Context: an optimization exercise on an open-source flow, tuned for small area. The choices shown serve that exercise and are no tape-out recipe. Only simulation tests tie the RTL to the original design; equivalence was not proved. Power figures rest on the tool's default switching activity, not on a simulated workload.

## north
==> flow/design.v <==
`default_nettype none
package mem_pkg;
    typedef enum logic [1:0] {
        bus_none  = 2'd0,
        bus_load  = 2'd1,
        bus_store = 2'd2
    } bus_cmd_t;
    typedef enum logic {
        mem_read  = 1'b0,
        mem_write = 1'b1
    } mem_op_t;
    typedef logic [32-1:0]           mem_addr_t;
    typedef logic [4-1:0]   mem_tag_t;
    typedef logic [8*8-1:0]  mem_block_t;   
endpackage
`default_nettype wire
`default_nettype none
package dcache_pkg;
    typedef logic [32-1:0]           dc_addr_t;
    localparam int offset_bits = $clog2(8);
    localparam int index_bits  = $clog2(16);
    localparam int tag_bits    = 32 - index_bits - offset_bits;
    typedef enum logic [1:0] {
        size_byte = 2'd0,
        size_half = 2'd1,
        size_word = 2'd2
    } access_size_t;
    typedef enum logic [1:0] {
        st_ready     = 2'd0,
        st_wait_mshr = 2'd1,   
        st_wait      = 2'd2    
    } dc_state_t;
    typedef logic [offset_bits-1:0] block_offset_t;
    typedef logic [index_bits-1:0]  line_index_t;
    typedef logic [tag_bits-1:0]    line_tag_t;
    typedef struct packed {
        logic                valid;
        logic                dirty;
        line_tag_t           tag;
        logic [8*8-1:0] block;
    } cache_line_t;
    typedef struct packed {
        logic                valid;
        logic                op;
        logic [32-1:0] line_addr;
        logic [4-1:0] tag;         
        logic [8*8-1:0] block;
    } mshr_entry_t;
    typedef struct packed {
        logic                valid;
        logic [32-1:0] line_addr;
        logic [8*8-1:0] block;
    } fill_t;
    function automatic logic [8*8-1:0] merge_store(
        input logic [8*8-1:0] block,
        input block_offset_t           offset,
        input access_size_t            size,
        input logic [32-1:0]     wdata
    );
        logic [8*8-1:0] merged;
        merged = block;
        case (size)
            2'd0: merged[8*offset +: 8] = wdata[7:0];
            2'd1: merged[8*{offset[offset_bits-1:1], 1'b0} +: 16] = wdata[15:0];
            default:   merged[8*{offset[offset_bits-1:2], 2'b00} +: 32] = wdata[31:0];
        endcase
        merge_store = merged;
    endfunction
    function automatic logic [32-1:0] load_field(
        input logic [8*8-1:0] block,
        input block_offset_t       offset,
        input access_size_t        size
    );
        logic [32-1:0] field;
        field = '0;
        case (size)
            2'd0: field[7:0]  = block[8*offset +: 8];
            2'd1: field[15:0] = block[8*{offset[offset_bits-1:1], 1'b0} +: 16];
            default:   field[31:0] = block[8*{offset[offset_bits-1:2], 2'b00} +: 32];
        endcase
        load_field = field;
    endfunction
endpackage
`default_nettype wire
`timescale 1ns/1ns
`default_nettype none
module dcache
(
    input  wire logic                     clock,
    input  wire logic                     reset,
    input  wire logic                     req_valid,
    input  wire mem_pkg::mem_op_t         req_op,
    input  wire dcache_pkg::access_size_t req_size,
    input  wire mem_pkg::mem_addr_t       req_addr,
    input  wire logic [32-1:0]      req_wdata,
    output logic                          stall,
    output logic                          resp_valid,
    output logic [32-1:0]           resp_data,
    output mem_pkg::bus_cmd_t             mem_command,
    output mem_pkg::mem_addr_t            mem_addr,
    output mem_pkg::mem_block_t           mem_wdata,
    input  wire mem_pkg::mem_tag_t        mem_accept_tag,
    input  wire mem_pkg::mem_block_t      mem_rdata,
    input  wire mem_pkg::mem_tag_t        mem_resp_tag
);
    localparam int NL = 16;
    localparam int NB = 3;    
    logic        wt_q;        
    logic        wm_q;        
    logic        rd_acc_q;    
    logic [1:0]  rd_slot_q;   
    logic        held_op;
    logic [1:0]  held_size;
    logic [31:0] held_addr;
    logic [NL-1:0]        lv_q;      
    logic [NL-1:0]        ld_q;      
    logic [NL-1:0][24:0]  lt_q;      
    logic [NL-1:0][63:0]  lb_q;      
    logic [NB-1:0]        bv_q;      
    logic [NB-1:0][1:0]   bs_q;      
    logic [NB-1:0][28:0]  ba_q;      
    logic [NB-1:0][63:0]  bd_q;      
    logic        ready;
    logic        w_op;
    logic [1:0]  w_size;
    logic [31:0] w_addr;
    logic [31:0] w_wdata;
    logic [3:0]  w_idx;
    logic [24:0] w_tag;
    logic [2:0]  w_off;
    assign ready   = !wt_q && !wm_q;
    assign stall   = !ready;
    assign w_op    = ready ? req_op    : held_op;
    assign w_size  = ready ? req_size  : held_size;
    assign w_addr  = ready ? req_addr  : held_addr;
    assign w_wdata = ready ? req_wdata : resp_data;   
    assign w_idx   = w_addr[6:3];
    assign w_tag   = w_addr[31:7];
    assign w_off   = w_addr[2:0];
    logic [NL-1:0] dec;
    always_comb begin
        for (int l = 0; l < NL; l++) dec[l] = (w_idx == 4'(l));
    end
    logic        r_valid, r_dirty;
    logic [24:0] r_tag;
    logic [63:0] r_block;
    always_comb begin
        r_valid = 1'b0;
        r_dirty = 1'b0;
        r_tag   = '0;
        r_block = '0;
        for (int l = 0; l < NL; l++) begin
            r_valid = r_valid | (dec[l] & lv_q[l]);
            r_dirty = r_dirty | (dec[l] & ld_q[l]);
            r_tag   = r_tag   | ({25{dec[l]}} & lt_q[l]);
            r_block = r_block | ({64{dec[l]}} & lb_q[l]);
        end
    end
    logic hit;
    assign hit = r_valid && (r_tag == w_tag);
    logic [NB-1:0] fm;
    logic          fwd_hit;
    logic [63:0]   fwd_block;
    always_comb begin
        fwd_block = '0;
        for (int k = 0; k < NB; k++) begin
            fm[k] = bv_q[k] && (ba_q[k] == req_addr[31:3]);
            fwd_block = fwd_block | ({64{fm[k]}} & bd_q[k]);
        end
        fwd_hit = |fm;
    end
    logic [NB-1:0] first;
    always_comb begin
        for (int k = 0; k < NB; k++) begin
            first[k] = bv_q[k];
            for (int j = 0; j < NB; j++)
                if (j != k && bv_q[j] && bs_q[j] < bs_q[k]) first[k] = 1'b0;
        end
    end
    logic any_wb, all_wb, issue_rd, acc;
    assign any_wb   = |bv_q;
    assign all_wb   = &bv_q;
    assign issue_rd = wt_q && !rd_acc_q;
    assign acc      = (mem_accept_tag != 4'd0);
    always_comb begin
        mem_wdata = '0;
        mem_addr  = '0;
        for (int k = 0; k < NB; k++) begin
            mem_wdata       = mem_wdata | ({64{first[k]}} & bd_q[k]);
            mem_addr[31:3]  = mem_addr[31:3] | ({29{first[k]}} & ba_q[k]);
        end
        if (!any_wb) mem_addr[31:3] = held_addr[31:3];
        mem_command = any_wb ? mem_pkg::bus_store : (issue_rd ? mem_pkg::bus_load : mem_pkg::bus_none);
    end
    logic take, fill, write_hit, fwd_install, miss, inst, evict;
    assign take        = ready && req_valid;
    assign write_hit   = take && hit && (req_op == mem_pkg::mem_write);
    assign fwd_install = take && !hit && fwd_hit;
    assign miss        = take && !hit && !fwd_hit;
    assign fill        = wt_q && rd_acc_q && (mem_resp_tag != 4'd0);
    assign inst        = fill || fwd_install;
    assign evict       = inst && r_valid && r_dirty;
    logic alloc;    
    assign alloc = (miss && !all_wb) || (wm_q && !all_wb);
    logic [NB-1:0] bv_keep;
    always_comb begin
        for (int k = 0; k < NB; k++)
            bv_keep[k] = bv_q[k] && !(first[k] && acc) && !(fm[k] && fwd_install);
    end
    logic [3:0] occ;
    logic [1:0] free_slot;
    always_comb begin
        for (int i = 0; i < 4; i++) begin
            occ[i] = wt_q && !fill && (rd_slot_q == 2'(i));
            for (int k = 0; k < NB; k++)
                if (bv_keep[k] && bs_q[k] == 2'(i)) occ[i] = 1'b1;
        end
        free_slot = !occ[0] ? 2'd0 : !occ[1] ? 2'd1 : !occ[2] ? 2'd2 : 2'd3;
    end
    logic [NB-1:0] nb;
    always_comb begin
        nb[0] = !bv_keep[0];
        nb[1] = bv_keep[0] && !bv_keep[1];
        nb[2] = bv_keep[0] && bv_keep[1];
    end
    logic [7:0]  st_be;
    logic [31:0] st_word;
    always_comb begin
        st_be = '0;
        case (w_size)
            2'd0: st_be[w_off] = 1'b1;
            2'd1: st_be[{w_off[2:1], 1'b0} +: 2] = 2'b11;
            default: st_be[{w_off[2], 2'b00} +: 4] = 4'b1111;
        endcase
        if (w_op != mem_pkg::mem_write) st_be = '0;
        case (w_size)
            2'd0: st_word = {4{w_wdata[7:0]}};
            2'd1: st_word = {2{w_wdata[15:0]}};
            default: st_word = w_wdata;
        endcase
    end
    logic [63:0] base, wbus;
    assign base = fill ? mem_rdata : fwd_block;
    always_comb begin
        for (int b = 0; b < 8; b++)
            wbus[8*b +: 8] = st_be[b] ? st_word[8*(b%4) +: 8] : base[8*b +: 8];
    end
    logic [7:0] be;
    always_comb begin
        for (int b = 0; b < 8; b++) be[b] = inst || (write_hit && st_be[b]);
    end
    logic dirty_new;
    assign dirty_new = !fill || (w_op == mem_pkg::mem_write);
    always_ff @(posedge clock) begin
        for (int l = 0; l < NL; l++) begin
            if (reset) lv_q[l] <= 1'b0;
            else if (inst && dec[l]) lv_q[l] <= 1'b1;
            if (inst && dec[l]) lt_q[l] <= w_tag;
            if ((inst || write_hit) && dec[l]) ld_q[l] <= dirty_new;
            for (int b = 0; b < 8; b++)
                if (be[b] && dec[l]) lb_q[l][8*b +: 8] <= wbus[8*b +: 8];
        end
    end
    always_ff @(posedge clock) begin
        for (int k = 0; k < NB; k++) begin
            if (reset) bv_q[k] <= 1'b0;
            else bv_q[k] <= bv_keep[k] || (evict && nb[k]);
            if (evict && nb[k]) begin
                bs_q[k] <= free_slot;
                ba_q[k] <= {r_tag, w_idx};
                bd_q[k] <= r_block;
            end
        end
    end
    always_ff @(posedge clock) begin
        if (reset) begin
            wt_q <= 1'b0;
            wm_q <= 1'b0;
        end else begin
            wt_q <= alloc || (wt_q && !fill);
            wm_q <= (miss && all_wb) || (wm_q && all_wb);
        end
        if (alloc) begin
            rd_slot_q <= free_slot;
            rd_acc_q  <= 1'b0;
        end else if (issue_rd && !any_wb && acc) begin
            rd_acc_q  <= 1'b1;
        end
    end
    always_ff @(posedge clock) begin
        if (ready) begin
            held_op    <= req_op;
            held_size  <= req_size;
            held_addr  <= req_addr;
        end
    end
    logic [63:0] rblk;
    logic [31:0] rword;
    logic [31:0] field;
    assign rblk  = (ready && hit) ? r_block : base;
    assign rword = w_off[2] ? rblk[63:32] : rblk[31:0];
    always_comb begin
        field = '0;
        case (w_size)
            2'd0: field[7:0]  = rword[8*w_off[1:0] +: 8];
            2'd1: field[15:0] = rword[16*w_off[1] +: 16];
            default: field = rword;
        endcase
    end
    always_ff @(posedge clock) begin
        if (reset) resp_valid <= 1'b0;
        else       resp_valid <= (take && (hit || fwd_hit)) || fill;
        if (ready || fill)
            resp_data <= (w_op != mem_pkg::mem_write) ? field :
                         (ready && !hit && !fwd_hit) ? req_wdata : '0;
    end
endmodule
`default_nettype wire
==> flow/config.mk <==
export PLATFORM = sky130hd
export DESIGN_NAME = dcache
export DESIGN_NICKNAME = dcache
export VERILOG_FILES = /design/flow/design.v
export SDC_FILE = /design/flow/constraint.sdc
export NUM_CORES = 8
export LEC_CHECK = 0
export CAP_MARGIN = 20
export CORE_MARGIN = 2
export CORE_UTILIZATION = 60
export PLACE_DENSITY = 0.7
export SLEW_MARGIN = 20
==> flow/constraint.sdc <==
create_clock -name core_clock -period 10.0 [get_ports {clock}]
set_input_delay 2.0000 -clock core_clock [delete_from_list [all_inputs] [get_ports {clock}]]
set_output_delay 2.0000 -clock core_clock [all_outputs]
set_load 0.01 [all_outputs]
standard.sh (not shown) runs the stock make flow with config.mk's settings and CLKGATE_MAP_FILE= SYNTH_SCRIPT=/design/flow/synth_recipe.tcl, a recipe that flattens the netlist after the stock synthesis.
==> flow/flow/run.sh <==
#!/bin/bash
# The standard flow (standard.sh) with three changes:
#  - synthesis is the standard one, except that the final ABC technology
#    mapping uses an area-oriented script (flow/area.abc); registers are
#    mapped before ABC runs, so they are the standard synthesis's
#  - port buffers use the smallest buffer cell
#  - clock tree: no dummy loads, explicit leaf clustering
set -euo pipefail
W=$(pwd)
cat > my_synth.tcl <<T
proc abc {args} {
  set i [lsearch -exact \$args -script]
  if { \$i >= 0 } { lset args [expr {\$i + 1}] $W/flow/area.abc }
  yosys abc {*}\$args
}
source $W/synth_recipe.tcl
T
sed "s#SYNTH_SCRIPT=[^ ]*#SYNTH_SCRIPT=$W/my_synth.tcl#" standard.sh > my_standard.sh
grep -q "SYNTH_SCRIPT=$W/my_synth.tcl" my_standard.sh
export BUFFER_PORTS_ARGS="-buffer_cell sky130_fd_sc_hd__buf_1"
export CTS_ARGS="-sink_clustering_enable -repair_clock_nets -dont_use_dummy_load -buf_list sky130_fd_sc_hd__clkbuf_8 -sink_clustering_size 14 -sink_clustering_max_diameter 60"
bash my_standard.sh > standard.log 2>&1
==> flow/flow/area.abc <==
&get -n
&st
&dch -f
&nf -a -p -R 1000
&st
&dch -f
&nf -a -p -R 1000
&put
topo
stime -c
Input changes introduced in south (baseline for comparison: north):
-- flow/design.v --
<<< north, line 158
    end
    logic hit;
    assign hit = r_valid && (r_tag == w_tag);
    logic [NB-1:0] fm;
    logic          fwd_hit;
>>> south, line 158
    end
    logic hit;
    assign hit = r_valid && (r_tag == req_addr[31:7]);   
    logic [NB-1:0] fm;
    logic          fwd_hit;
- south completed end to end with timing, DRC and antenna clean.
- north: full flow OK, the timing, DRC and antenna checks passed
- south does worse than north on wire length of the first global-routing pass.
- south ends up with higher detailed router's first-iteration violation count than north does.
- Total of cells resized after clock tree synthesis: north vs south identical
- Row share of the final layout cell area in multi-input gates: south lower / north higher
- Vias after detailed routing came out higher on south than on north.
- Status: synthesized-area fraction occupied by adder cells parity (south, north)
- Fraction of registers with async set/reset: north vs south identical
- south and north ended up with roughly the same clock power.
- south and north ended up with nearly the same area of the die.
- On proportion of power drawn by combinational gates: south sits above north.
- Largest net degree at the start of global routing: lower on north
- On power, south does worse than north.
- Setup WNS north -> south: better

separate check: timing with driven ports:
No port has a modelled driver above. Below, the same layouts with a new extraction and two added sets of constraints. Step 1: set_driving_cell puts a clkbuf_16 on clock and a buf_2 on each other input, an assumption about the parent block. Step 2, shift: input delay + t, output delay - t, t = (earliest + latest rising clock arrival at the registers) / 2. This alone moves slack from input paths to output paths. a / b / c = no drivers / after step 1 / after step 2; a / b = the first two.
run | t, ns | slack for setup (ns) | hold WS [ns] | worst setup path at the end | slew at the worst register clock pin (ns)
north | 0.931 | 1.248 / 1.248 / 0.382 | 0.481 / 0.481 / 0.481 | input to register | 0.10 / 0.10
south | 0.926 | 1.486 / 1.525 / 0.615 | 0.479 / 0.479 / 0.479 | input to register | 0.10 / 0.10
After both steps every run listed still meets setup and hold. For south, which loses most, drivers alone change the setup slack by +0.039 ns; drivers and shift together by -0.871 ns.
